Context: an optimization exercise on an open-source flow, tuned for small area and a short achievable clock period. The choices shown serve that exercise and are no tape-out recipe.
RTL that was checked went through simulation tests only; none was proved equivalent to the original.
The clock port is modelled as an ideal driver; clocking choices that lean on that would not hold on a real chip.
Power figures rest on the tool's default switching activity, not on a simulated workload.

## psram_rsp
module psram_rsp #(
    parameter int unsigned MEM_AW = 8
) (
    input  logic        clk_i,
    input  logic        rst_i,
    input  logic [7:0]  cfg_rcmd_i,
    input  logic [7:0]  cfg_wcmd_i,
    input  logic [7:0]  cfg_mrcmd_i,
    input  logic [7:0]  cfg_mwcmd_i,
    input  logic [7:0]  cfg_rlc_i,
    input  logic [7:0]  cfg_wlc_i,
    input  logic        psram_sck_i,
    input  logic        psram_ce_i,
    input  logic [7:0]  psram_io_in_i,
    input  logic        psram_dqs_in_i,
    output logic [7:0]  psram_io_out_o,
    output logic        psram_io_en_o,
    output logic        psram_dqs_out_o,
    output logic        psram_dqs_en_o,
    output logic [31:0] mr_o,
    output logic        err_o
);
clock: 6.0 ns
lec_check: 0
cap_margin: 20
core_margin: 2
core_utilization: 75
setup_slack_margin: 3.7
slew_margin: 20
standard.sh (not shown) runs the stock make flow with config.mk's settings and CLKGATE_MAP_FILE= SYNTH_SCRIPT=/design/flow/synth_recipe.tcl, a recipe that flattens the netlist after the stock synthesis.
==> flow/flow/run.sh <==
#!/bin/bash
# The standard layout (standard.sh), with these changes:
#  * plain buf_4 buffers on the ports instead of the delay buffers that buffer_ports
#    picks by default;
#  * clock tree synthesis without dummy loads, with clkbuf_16 buffers and larger sink
#    clusters than the default (fewer leaf buffers);
#  * after clock tree synthesis, flow/splitroot.tcl splits the root clock buffer into
#    four, each next to the loads it drives.
# ORFS's own logs stay in orfs/logs; standard.sh's output goes to standard.log.
set -e
bash standard.sh \
  BUFFER_PORTS_ARGS="-buffer_cell sky130_fd_sc_hd__buf_4" \
  CTS_ARGS="-sink_clustering_enable -repair_clock_nets -dont_use_dummy_load -buf_list sky130_fd_sc_hd__clkbuf_16 -sink_clustering_size 25 -sink_clustering_max_diameter 80" \
  POST_CTS_TCL="$PWD/flow/splitroot.tcl" \
  finish > standard.log 2>&1
Other scripts of this flow, unchanged in this note and not shown: flow/flow/splitroot.tcl
The starting point produced a clean layout.
Change:
- CORE_UTILIZATION: 75 -> 80
Effect: This time the run produced a layout that fails on capacitance limit, slew limit; critical path depth climbs by 8; via count is higher by 4.1%; power barely changes; clock power rises by about 0.5%; routed wire length climbs by 5.6%; hold slack hardly moves; utilization rises by 6.1 points; die area shrinks by 6.2%; worst setup slack loses 190 ps; design area is about the same.
Change:
- CORE_UTILIZATION: 80 -> 75
- SETUP_SLACK_MARGIN: 3.7 -> 3.8
This time the run produced a clean layout.
Area after synthesis does not change.
Worst hold slack gains 3.2 ps.
Core utilization drops by 4.9 points.
Clock power stays flat.
First-iteration DRC count drops by roughly a tenth.
Sequential power stays flat.
Wire length drops slightly.
Cell count climbs by a few percent.
Cell area climbs slightly.
Change:
- CORE_UTILIZATION: 75 -> 70
- SETUP_SLACK_MARGIN: 3.8 -> 3.7
After rerunning: The new run finished clean. First-iteration DRC count decreases by a few percent. Worst setup slack gains 160 ps. Via count decreases by a few percent. Critical path depth decreases by 9. Worst hold slack gains 11 ps. Maximum frequency increases by a few percent. Global-route usage decreases by 3.0 points. Synthesized cell count does not change. Cell area decreases slightly. Routed wire length decreases by a few percent.

psram_rsp, a different RTL version from the one above (not shown whole).
For scale: ~4,600 cells after synthesis, ~2,300 flip-flops, ~65,000 um^2 of cells after synthesis.
export LEC_CHECK = 0
export CAP_MARGIN = 20
export CORE_MARGIN = 2
export CORE_UTILIZATION = 75
export SETUP_SLACK_MARGIN = 3.7
export SLEW_MARGIN = 20
create_clock -name core_clock -period 6.0 [get_ports {clk_i}]
==> flow/flow/splitroot.tcl <==
# Runs at the end of clock tree synthesis (POST_CTS_TCL). Splits the clock tree's root
# buffer into four clkbuf_16, each driving two or so of the root's loads and placed
# next to them, so that the clock port drives four buffer inputs instead of one.
set block [ord::get_db_block]
set root [$block findInst clkbuf_0_clk_i]
if {$root == "NULL"} {
  puts "splitroot: no root buffer clkbuf_0_clk_i, nothing done"
  return
}
set master [$root getMaster]
set in_net [[$root findITerm A] getNet]
set out_net [[$root findITerm X] getNet]
set loads {}
foreach it [[$out_net getITerms] ] {
  if {[$it getIoType] == "INPUT"} { lappend loads $it }
}
set n [llength $loads]
puts "splitroot: root drives $n loads"
if {$n < 2} { return }
proc it_xy {it} {
  set inst [$it getInst]
  set b [$inst getBBox]
  return [list [expr {([$b xMin] + [$b xMax]) / 2}] [expr {([$b yMin] + [$b yMax]) / 2}]]
}
set ngroups [expr {min(4, $n)}]
set per [expr {int(ceil(double($n) / $ngroups))}]
set left $loads
set groups {}
while {[llength $left] > 0} {
  set first [lindex $left 0]
  set left [lrange $left 1 end]
  set grp [list $first]
  lassign [it_xy $first] fx fy
  while {[llength $grp] < $per && [llength $left] > 0} {
    set best -1
    set bestd 0
    set i 0
    foreach it $left {
      lassign [it_xy $it] x y
      set d [expr {abs($x - $fx) + abs($y - $fy)}]
      if {$best < 0 || $d < $bestd} { set best $i; set bestd $d }
      incr i
    }
    lappend grp [lindex $left $best]
    set left [lreplace $left $best $best]
  }
  lappend groups $grp
}
puts "splitroot: [llength $groups] groups"
set k 0
foreach grp $groups {
  if {$k == 0} {
    set inst $root
    set net $out_net
  } else {
    set inst [odb::dbInst_create $block $master "clkbuf_0_split_$k"]
    set net [odb::dbNet_create $block "clknet_0_split_$k"]
    $net setSigType CLOCK
    [$inst findITerm A] connect $in_net
    [$inst findITerm X] connect $net
    foreach it $grp {
      $it disconnect
      $it connect $net
    }
  }
  set sx 0
  set sy 0
  foreach it $grp {
    lassign [it_xy $it] x y
    set sx [expr {$sx + $x}]
    set sy [expr {$sy + $y}]
  }
  set cx [expr {$sx / [llength $grp]}]
  set cy [expr {$sy / [llength $grp]}]
  $inst setLocation $cx $cy
  $inst setPlacementStatus PLACED
  puts "splitroot: [$inst getName] at $cx $cy drives [llength $grp]"
  incr k
}
global_connect
detailed_placement
check_placement -verbose
estimate_parasitics -placement
report_clock_latency
Scripts as last shown in full above: flow/flow/run.sh
The starting point ended with an error in clock tree synthesis (4_1_cts).
Edit:
--- a/flow/flow/splitroot.tcl
+++ b/flow/flow/splitroot.tcl
@@ -12,5 +12,5 @@
 set out_net [[$root findITerm X] getNet]
 set loads {}
-foreach it [[$out_net getITerms] ] {
+foreach it [$out_net getITerms] {
   if {[$it getIoType] == "INPUT"} { lappend loads $it }
 }
Effect: The new run passed the timing, DRC and antenna checks; area after synthesis does not change; synthesized cell count stays the same.
Function was not checked in any run of this note: the RTL went through the layout flow alone.

psram_rsp, a different RTL version from the one above (not shown whole).
For scale: about 4600 cells after synthesis, ~2300 flip-flops, ~0.065 mm2 of cells after synthesis.
## psram_rsp
module psram_rsp #(
    parameter int unsigned MEM_AW = 8
) (
    input  logic        clk_i,
    input  logic        rst_i,
    input  logic [7:0]  cfg_rcmd_i,
    input  logic [7:0]  cfg_wcmd_i,
    input  logic [7:0]  cfg_mrcmd_i,
    input  logic [7:0]  cfg_mwcmd_i,
    input  logic [7:0]  cfg_rlc_i,
    input  logic [7:0]  cfg_wlc_i,
    input  logic        psram_sck_i,
    input  logic        psram_ce_i,
    input  logic [7:0]  psram_io_in_i,
    input  logic        psram_dqs_in_i,
    output logic [7:0]  psram_io_out_o,
    output logic        psram_io_en_o,
    output logic        psram_dqs_out_o,
    output logic        psram_dqs_en_o,
    output logic [31:0] mr_o,
    output logic        err_o
);
Settings: LEC_CHECK=0, CAP_MARGIN=20, CORE_MARGIN=2, CORE_UTILIZATION=65, SETUP_SLACK_MARGIN=3.5, SLEW_MARGIN=20; clock period 6.0 ns.
==> flow/flow/run.sh <==
#!/bin/bash
# The standard layout (standard.sh), with these changes:
#  * plain buf_4 buffers on the ports instead of the delay buffers that buffer_ports
#    picks by default;
#  * clock tree synthesis without dummy loads, with clkbuf_16 buffers and larger sink
#    clusters than the default (fewer leaf buffers).
# ORFS's own logs stay in orfs/logs; standard.sh's output goes to standard.log.
set -e
bash standard.sh \
  BUFFER_PORTS_ARGS="-buffer_cell sky130_fd_sc_hd__buf_4" \
  CTS_ARGS="-sink_clustering_enable -repair_clock_nets -dont_use_dummy_load -buf_list sky130_fd_sc_hd__clkbuf_16 -sink_clustering_size 25 -sink_clustering_max_diameter 80" \
  finish > standard.log 2>&1
The starting point ran to the end with no violations.
Change:
SETUP_SLACK_MARGIN = 3.7   (was 3.5)
What happened: Setup slack degrades by 0.0033 ns; power went up by about 0.46%; clock power is about the same; routed wire length went up by about 7%; first-iteration DRC count went up by about 11%.

Setup of delta:
Another version of the RTL of psram_rsp (not shown whole).
Size in the first run: ~4500 cells after synthesis, about 2300 flip-flops, ~110 I/O pins.
==> flow/design.v (excerpt) <==
module psram_rsp #(
    parameter int unsigned MEM_AW = 8
) (
    input  logic        clk_i,
    input  logic        rst_i,
    input  logic [7:0]  cfg_rcmd_i,
    input  logic [7:0]  cfg_wcmd_i,
    input  logic [7:0]  cfg_mrcmd_i,
    input  logic [7:0]  cfg_mwcmd_i,
    input  logic [7:0]  cfg_rlc_i,
    input  logic [7:0]  cfg_wlc_i,
    input  logic        psram_sck_i,
    input  logic        psram_ce_i,
    input  logic [7:0]  psram_io_in_i,
    input  logic        psram_dqs_in_i,
    output logic [7:0]  psram_io_out_o,
    output logic        psram_io_en_o,
    output logic        psram_dqs_out_o,
    output logic        psram_dqs_en_o,
    output logic [31:0] mr_o,
    output logic        err_o
);
    localparam int NPS = 2, NRG = 2;
    localparam int S_IDLE = 0, S_INST = 1, S_ADDR = 2, S_LATN = 3,
                   S_WDATA = 4, S_RDATA = 5, S_MWR = 6, S_IGNR = 7;
    logic              sck_q, edge_q, rise_q, ce_q, dqs_q;
    logic [3:0]        colp_q;          
    logic [7:0]        io_q;
    logic [7:0]        st_q, st_d;
    logic              armed_q;
    logic              inst_got_q;
    logic [7:0]        opcode_q;
    logic [7:0]        ptr_q, ptr_d;
    logic [1:0]        byte_cnt_q;
    logic [7:0]        lat_q;
    logic              is_wr_q;
    logic              is_mr_q;
    logic              mwr_done_q;
    logic [3:0][7:0]   mr_q;
    logic [7:0]        io_out_q;
    logic              io_en_q;
    logic              dqs_out_q;
    logic              dqs_en_q;
    logic [3:0][7:0]   sd_q;            
    logic [3:0][1:0]   sh_q;            
    logic [3:0][3:0]   spos_q;          
    logic [3:0]        mwsel_q;         
    logic [15:0][15:0][7:0] ring_q;     
    logic [3:0]        ph_q;
    logic [15:0]       rsel_c;          
    logic [NPS-1:0][15:0] psel_q, psel_d;  
    logic [NRG-1:0][7:0] rdp_q;         
    logic edge_c, rise_c, go_c;
    logic [7:0] rd_or_c;
    logic idle_go_c, inst_cap_c, inst_go_c, addr_edge_c, addr4_c;
    logic m_r_c, m_w_c, m_mr_c, m_mw_c, any_lat_c;
    logic lat_rise_c, lat_done_c, rd_start_c, rd_edge_c, wr_edge_c, inc_c, mr_wr_c;
  ...
export LEC_CHECK = 0
export CAP_MARGIN = 20
export CORE_MARGIN = 2
export CORE_UTILIZATION = 65
export SETUP_SLACK_MARGIN = 3.7
export SLEW_MARGIN = 20
create_clock -name core_clock -period 6.0 [get_ports {clk_i}]
Scripts as last shown in full above: flow/flow/run.sh
delta | status: complete | timing, DRC, antenna: pass
[inputs] fjord vs delta
--- a/flow/config.mk
+++ b/flow/config.mk
@@ -10 +10 @@
-export CORE_UTILIZATION = 65
+export CORE_UTILIZATION = 75
[summary]
fjord finished all stages; the layout is clean.
delta vs fjord, capture point of the critical path: mr_o[5] vs mr_o[30]
From delta to fjord the numbers moved as follows: power shows no meaningful change, post-synthesis to final-layout area growth shows an increase of 0.95 points.
The maximum frequency of fjord and that of delta are within noise of each other.
The higher cell total after placement of delta and fjord is in delta.
Diff fjord..delta | clock slew seen by the registers of the worst setup and hold paths | negligible
Per the comparison of fjord with delta, part of the total power dissipated in combinational logic now sits at about the same level, post-route minimum period now sits higher.
Function was not checked in any run of this note: the RTL went through the layout flow alone.

-- what the ideal ports hide --
Ports are ideal in the flow. The routed layouts listed here were re-timed in OpenROAD.
Step 1 sets driving cells, clkbuf_16 on the clock port and buf_2 on the other inputs (assumed; they add their load-dependent delay and slew).
Step 2 also shifts input and output timing later by t, the mid clock arrival at the registers, as if the neighbouring blocks saw the same clock.
a / b / c = no drivers / after step 1 / after step 2; a / b = the first two.
run	t (ns)	setup WS [ns]	hold slack, ns	latest minus earliest clock arrival (ns)	pins driven straight from the clock port
the first run of note 1	0.701	3.666 / 3.515 / 3.227	0.307 / 0.307 / 0.307	0.068 / 0.068	4
the second run of note 1	0.693	3.476 / 3.476 / 2.960	0.307 / 0.308 / 0.308	0.075 / 0.075	4
the third run of note 1	0.692	3.503 / 3.503 / 3.204	0.311 / 0.311 / 0.311	0.074 / 0.073	4
the fourth run of note 1	0.710	3.661 / 3.501 / 3.167	0.322 / 0.322 / 0.322	0.058 / 0.058	4
the second run of note 2	0.695	3.642 / 3.519 / 3.255	0.308 / 0.308 / 0.308	0.060 / 0.059	4
the first run of note 3	0.781	3.527 / 3.451 / 3.041	0.320 / 0.320 / 0.320	0.069 / 0.069	1
the second run of note 3	0.772	3.523 / 3.447 / 3.239	0.339 / 0.339 / 0.339	0.041 / 0.040	1
delta	0.754	3.530 / 3.457 / 3.189	0.315 / 0.315 / 0.315	0.070 / 0.069	1
fjord	0.775	3.526 / 3.448 / 3.038	0.327 / 0.327 / 0.327	0.067 / 0.068	1
For the second run of note 1, which loses most, drivers alone change the setup slack by 0.000 ns; drivers and shift together by -0.516 ns.
